What follows belongs to an exercise in optimizing a design on an open flow for small area, a short achievable clock period and few clock cycles per item; a production flow would make more cautious choices.
Only simulation tests tie the RTL to the original design; equivalence was not proved.

[design/flow/config.mk]
export PLATFORM = sky130hd
export DESIGN_NAME = ieee754_mul_arb
export DESIGN_NICKNAME = ieee754_mul_arb
export VERILOG_FILES = /design/flow/design.v
export SDC_FILE = /design/flow/constraint.sdc
export NUM_CORES = 4
export LEC_CHECK = 0
export CAP_MARGIN = 20
export CORE_MARGIN = 2
export CORE_UTILIZATION = 40
export SLEW_MARGIN = 20
[design/flow/constraint.sdc]
create_clock -name core_clock -period 10.5 [get_ports {clk}]
set_input_delay 2.1000 -clock core_clock [delete_from_list [all_inputs] [get_ports {clk}]]
set_output_delay 2.1000 -clock core_clock [all_outputs]
set_load 0.01 [all_outputs]
[design/flow/design.v]
module ieee754_mul (
  input  logic [31:0] a,
  input  logic [31:0] b,
  output logic [31:0] s,
  output logic        OUVERFLOW,
  output logic        UNDERFLOW
);
  logic              sgn;
  logic              a_nan, b_nan, a_inf, b_inf, a_zero, b_zero;
  logic [47:0]       prod;
  logic [47:0]       prod_n;
  logic              rnd;
  logic [23:0]       man_r;
  logic signed [9:0] exp_n;
  always_comb begin
    sgn    = a[31] ^ b[31];
    a_nan  = (a[30:23] == 8'hff) && (a[22:0] != 23'd0);
    b_nan  = (b[30:23] == 8'hff) && (b[22:0] != 23'd0);
    a_inf  = (a[30:23] == 8'hff) && (a[22:0] == 23'd0);
    b_inf  = (b[30:23] == 8'hff) && (b[22:0] == 23'd0);
    a_zero = (a[30:23] == 8'h00);
    b_zero = (b[30:23] == 8'h00);
    prod   = 48'({1'b1, a[22:0]}) * 48'({1'b1, b[22:0]});
    prod_n = prod[47] ? prod : {prod[46:0], 1'b0};
    rnd    = prod_n[23] & ((|prod_n[22:0]) | prod_n[24]);
    man_r  = {1'b0, prod_n[46:24]} + {23'd0, rnd};
    exp_n  = $signed({2'b00, a[30:23]}) + $signed({2'b00, b[30:23]}) - 10'sd127
           + $signed({9'd0, prod[47]}) + $signed({9'd0, man_r[23]});
    s         = 32'd0;
    OUVERFLOW = 1'b0;
    UNDERFLOW = 1'b0;
    if (a_nan || b_nan || (a_inf && b_zero) || (b_inf && a_zero)) begin
      s = 32'h7fc00000;
    end else if (a_inf || b_inf) begin
      s = {sgn, 8'hff, 23'd0};
    end else if (a_zero || b_zero) begin
      s = {sgn, 31'd0};
    end else if (exp_n >= 10'sd255) begin
      s         = {sgn, 8'hff, 23'd0};
      OUVERFLOW = 1'b1;
    end else if (exp_n <= 10'sd0) begin
      s         = {sgn, 31'd0};
      UNDERFLOW = 1'b1;
    end else begin
      s = {sgn, exp_n[7:0], man_r[22:0]};
    end
  end
endmodule
module ieee754_mul_arb #(
  parameter int unsigned MUL_LAT = 1
) (
  input  logic        clk,
  input  logic        rst_n,
  input  logic        req0_valid,
  input  logic [31:0] req0_a,
  input  logic [31:0] req0_b,
  output logic        req0_ready,
  input  logic        req1_valid,
  input  logic [31:0] req1_a,
  input  logic [31:0] req1_b,
  output logic        req1_ready,
  output logic        rsp_valid,
  input  logic        rsp_ready,
  output logic        rsp_id,
  output logic [31:0] rsp_s,
  output logic        rsp_ovf,
  output logic        rsp_unf
);
  typedef enum logic [1:0] {IDLE, BUSY, DONE} state_t;
  localparam logic [3:0] CNT_INIT = 4'(MUL_LAT - 1);
  state_t      state_q, state_d;
  logic [3:0]  cnt_q, cnt_d;
  logic        prio_q, prio_d;
  logic        id_q, id_d;
  logic [31:0] op_a_q, op_a_d;
  logic [31:0] op_b_q, op_b_d;
  logic [31:0] rsp_s_q, rsp_s_d;
  logic        rsp_ovf_q, rsp_ovf_d;
  logic        rsp_unf_q, rsp_unf_d;
  logic        gnt0, gnt1;
  logic [31:0] mul_s;
  logic        mul_ovf, mul_unf;
  ieee754_mul u_mul (
    .a         (op_a_q),
    .b         (op_b_q),
    .s         (mul_s),
    .OUVERFLOW (mul_ovf),
    .UNDERFLOW (mul_unf)
  );
  assign gnt1 = (state_q == IDLE) && req1_valid && (!req0_valid || prio_q);
  assign gnt0 = (state_q == IDLE) && req0_valid && !gnt1;
  assign req0_ready = rst_n & gnt0;
  assign req1_ready = rst_n & gnt1;
  assign rsp_valid = (state_q == DONE);
  assign rsp_id    = id_q;
  assign rsp_s     = rsp_s_q;
  assign rsp_ovf   = rsp_ovf_q;
  assign rsp_unf   = rsp_unf_q;
  always_comb begin
    state_d   = state_q;
    cnt_d     = cnt_q;
    prio_d    = prio_q;
    id_d      = id_q;
    op_a_d    = op_a_q;
    op_b_d    = op_b_q;
    rsp_s_d   = rsp_s_q;
    rsp_ovf_d = rsp_ovf_q;
    rsp_unf_d = rsp_unf_q;
    case (state_q)
      IDLE: begin
        if (gnt0 || gnt1) begin
          id_d    = gnt1;
          op_a_d  = gnt1 ? req1_a : req0_a;
          op_b_d  = gnt1 ? req1_b : req0_b;
          cnt_d   = CNT_INIT;
          prio_d  = ~gnt1;
          state_d = BUSY;
        end
      end
      BUSY: begin
        if (cnt_q != 4'd0) begin
          cnt_d = cnt_q - 4'd1;
        end else begin
          rsp_s_d   = mul_s;
          rsp_ovf_d = mul_ovf;
          rsp_unf_d = mul_unf;
          state_d   = DONE;
        end
      end
      DONE: begin
        if (rsp_ready) state_d = IDLE;
      end
      default: state_d = IDLE;
    endcase
  end
  always_ff @(posedge clk or negedge rst_n) begin
    if (!rst_n) begin
      state_q   <= IDLE;
      cnt_q     <= 4'd0;
      prio_q    <= 1'b0;
      id_q      <= 1'b0;
      op_a_q    <= 32'd0;
      op_b_q    <= 32'd0;
      rsp_s_q   <= 32'd0;
      rsp_ovf_q <= 1'b0;
      rsp_unf_q <= 1'b0;
    end else begin
      state_q   <= state_d;
      cnt_q     <= cnt_d;
      prio_q    <= prio_d;
      id_q      <= id_d;
      op_a_q    <= op_a_d;
      op_b_q    <= op_b_d;
      rsp_s_q   <= rsp_s_d;
      rsp_ovf_q <= rsp_ovf_d;
      rsp_unf_q <= rsp_unf_d;
    end
  end
endmodule
[design/flow/run.sh]
#!/bin/bash
# synth_recipe.tcl (not shown) runs the flow's synth.tcl, then flattens the netlist and writes it again
# the make line also repeats each setting of config.mk as NAME=value (left out here)
make -C /OpenROAD-flow-scripts/flow DESIGN_CONFIG=/design/flow/config.mk WORK_HOME=/design/flow/orfs CLKGATE_MAP_FILE= SYNTH_SCRIPT=/design/flow/synth_recipe.tcl finish
==> summary.txt <==
Critical path
  – Reg-to-reg startpoint: op_b_q[12]
  – Crit-path max cell delay: 660 ps
  – Largest delay contributor family on the critical path: adder cells
  – Endpoint arrival time on the critical path: 10,440 ps
  – Critical Path RT: 10,810 ps
  – Number of buffer and inverter stages on the critical path: 10
  – CP endpoint kind: flop
  – Number of cells on the worst reg-to-reg path: 38
  – Type of element launching the critical path: flop
  – Largest fanout on the critical path: 20
  – CP Class: flop to flop
  – Reg-to-Reg End: rsp_s_q[8]
  – FF-to-FF setup slack: 370 ps
  – Most frequent cell on the critical path: fa_1
  – Critical-path top delay cell: fa_1

Global routing
  – Maximum number of pins on one net before global-route repair: 70
  – Aggregate global routing overflow: 0
  – Total global-route track usage: 25.1%
  – Number of global-route vias before repair: 23.1k
  – First-pass GRT wire length: 131,000 um
  – Number of antenna violations at the first check in global routing: 3

Floorplan
  – Standard-cell rows: 93
  – Starting utilization of the core area: 40.3%
  – Floorplan Core Area: 0.0643 sq mm
  – Chip height: 259 um
  – Die outline width: 259 um
  – Die ar.: 0.0670 sq mm
  – Io pins: 171

Synthesis
  – Synth unique cells: 101
  – Top_reg_cell synth: dfrtp_1
  – Proportion of synthesized chip area in sequential cells: 10.2%
  – Total nets after synthesis: 3,724
  – Synthesis-stage register bit count: 106
  – Ranking of synthesized cells by area: fa_1 (37%), dfrtp_1 (10%), ha_1 (9.1%), inv_1 (8.7%), and2_1 (6.2%)
  – Cells after synthesis: 2,919
  – Asr flop ratio synth: 100%
  – Area leader, netlist: fa_1
  – Synth Area per Inst: 8.89 sq um
  – Number of synthesized flops with an enable pin: 0
  – Fraction of post-synthesis cell area in the top cell type by area: 37.3%
  – Synth warnings: 2
  – Syn Std Cell Area: 0.0260 sq mm

Clocking
  – TritonCTS clock tree: built
  – Source-to-sink clock delay at the later pin of the worst-skew pair: 400 ps
  – CTS root buffer: clkbuf_16
  – Clock buffer count from CTS: 9
  – Clock input transition at the sequential cells of the worst setup and hold paths: 80 ps
  – CTS H-tree depth: 3
  – CTS Buffer Depth: 2
  – Clock tree sinks: 106

Run
  – Number of maximum-capacitance violations: 0

Layout
  – Layout overhead on the synthesized area: 17.0%
  – Most frequent standard cell in the layout excluding fill and tap cells: inv_1
  – Net count of the finished layout: 3,964
  – # fillers: 6,172
  – Most frequent cells in the layout: inv_1 (598), fa_1 (483), nand2_1 (351), and2_1 (256), buf_4 (205)
  – Final instance area: 0.0304 sq mm
  – Share of post-route cells with drive strength above 1: 11.2%

STA
  – Total Neg Setup Slack: 0 ps
  – Clk_skew: 16.9 ps
  – Hold Fails Final Rpt: 0
  – Headroom to the max-slew limit: 34.8%
  – Upper clock frequency limit: 0.0987 GHz
  – Pin slew with the least headroom to its limit: 978 ps
  – Final Setup Violations: 0
  – Final period util: 96.5%
  – Final Max Slew Viols: 0
  – Worst hold slack across all endpoints: 497 ps
  – Fin crit period: 10,130 ps

Routing
  – Remaining routing DRC violations: 0
  – Post-DR wirelength/cell: 20.5 um
  – DR vias/cell: 5.36
  – Routed wire length: 82,500 um
  – Initial DRC count: 1,287
  – Post-DRT Antenna Nets: 0
  – Count of vias placed by the detailed router: 21.5k
  – Pre-Repair DR Iteration Count: 7

Min path
  – WHS Path Cells: 2
  – Min-delay src: rsp_s_q[13]
  – Hold Path Sink: rsp_s_q[13]
  – Worst min-delay path category: flop to flop

Place
  – Half-perimeter wire length after detailed placement: 69,200 um
  – GPL Wtd Cong: 0.945
  – Count of buffers inserted at the top-level ports: 170
  – Cell area after placement: 0.0296 sq mm

Outcome
  – Run status: finished clean
-- cell families after synthesis --
group | synth area share (%)
adder cells (fa/ha/maj) | 46.4
XOR/XNOR | 2.15
multiplexers | 0.472
AND/OR/NAND/NOR | 18.7
buffers and inverters | 11.2
AO/OA/AOI/OAI | 10.9
flip-flops | 10.2
-- Yosys cell counts (all sizes together) (10+ instances only) --
master	count
or3	10
clkbuf	129
dfrtp	106
fa	484
o21ai	55
a21oi	78
xnor2	40
nor4	24
nor3	26
a221o	67
ha	188
a31oi	10
nor2	108
o21a	15
nand4	24
nand2	354
o211ai	14
mux2i	10
and2	258
a21o	27
inv	602
nand3	24
a211oi	11
buf	26
and3	80
xor2	20
-- cell type report --
type / instances / area (sq um) / share of cell area [%]
Clock inverter: 7 / 68.8 / 0.227
Clock buffer: 9 / 225 / 0.741
Inverter: 605 / 2290 / 7.55
Tap cell: 855 / 1070 / 3.52
Antenna cell: 2 / 5.00 / 0.0165
Timing Repair Buffer: 384 / 3390 / 11.2
Multi-Input combinational cell: 2053 / 20600 / 67.8
Sequential cell: 106 / 2720 / 8.95
-- how the worst max path moves through the flow --
| stage | endpoint | cells past startpoint | slack, ps | startpoint |
|---|---|---|---|---|
| CTS | rsp_s_q[10] | 36 | 7 | op_b_q[6] |
| global placement | rsp_s_q[17] | 36 | -110 | op_b_q[0] |
| detailed placement | rsp_s_q[7] | 36 | -130 | op_b_q[0] |
| floorplan | rsp_s_q[17] | 39 | 730 | op_b_q[3] |
| finish | rsp_s_q[8] | 38 | 370 | op_b_q[12] |
| global route | rsp_s_q[20] | 39 | -50 | op_b_q[0] |
-- metal layers --
layer | global-route usage, % | up-vias | wire length [um]
li1 | - | 9640 | -
met2 | 41.2 | 693 | 39300
met4 | 8.35 | 2 | 3040
met1 | 34.4 | 11054 | 35200
met3 | 3.21 | 144 | 4890
met5 | 0 | - | 13
-- stage by stage --
step	setup slack [ps]	utilization, %	std cells
CTS	6.89	46.5	4005
global route	-50.4	47.2	4019
floorplan	729	-	2919
global placement	-110	46.1	3989
detailed placement	-133	46.1	3989
finish	371	47.2	4021
-- repair_timing --
action,CTS,global route
buffers inserted,0,13
cloned,0,0
setup endpoints to repair,30,33
pin swaps,0,14
gates resized for setup,6,94
hold buffers,0,0
-- flip-flops by register name (all words and copies together), names as in the netlist --
name,cells
op_a_q,32
op_b_q,32
rsp_s_q,32
cnt_q,4
state_q,2
id_q,1
prio_q,1
rsp_ovf_q,1
rsp_unf_q,1
-- worst reg2reg max path: cells and delay by family (launching register included) --
family	cells	cell delay, ps
AO/OA/AOI/OAI	6	1410
XOR/XNOR	1	190
adder cells (fa/ha/maj)	11	4990
buffers and inverters	10	1190
flip-flops	1	450
AND/OR/NAND/NOR	10	1830
Testbench counts, summed over its fixed seeds: cycles 12,288, items 4,096.

afterwards: timing with drivers on the ports:
The results above use ideal ports. As a check the final layout listed here was re-extracted and re-timed, cells and wires unchanged. Step 1 assumes that a clkbuf_16 drives the clock port and a buf_2 every other input. Step 2 moves the port delays by t, midway between the first and last clock arrival at a register: inputs arrive t later, outputs are due t later. That takes back most of the time a late clock gives input paths. Three values: no drivers, after step 1, after step 2; two values: the first two.
t (ns): 0.450
setup WS [ns]: 0.371 / 0.371 / 0.371
worst hold slack (ns): 0.497 / 0.497 / 0.497
cell pins on the clock port's net: 1
After both steps this run still meets setup and hold. For this run, drivers alone change the setup slack by 0.000 ns; drivers and shift together by 0.000 ns.
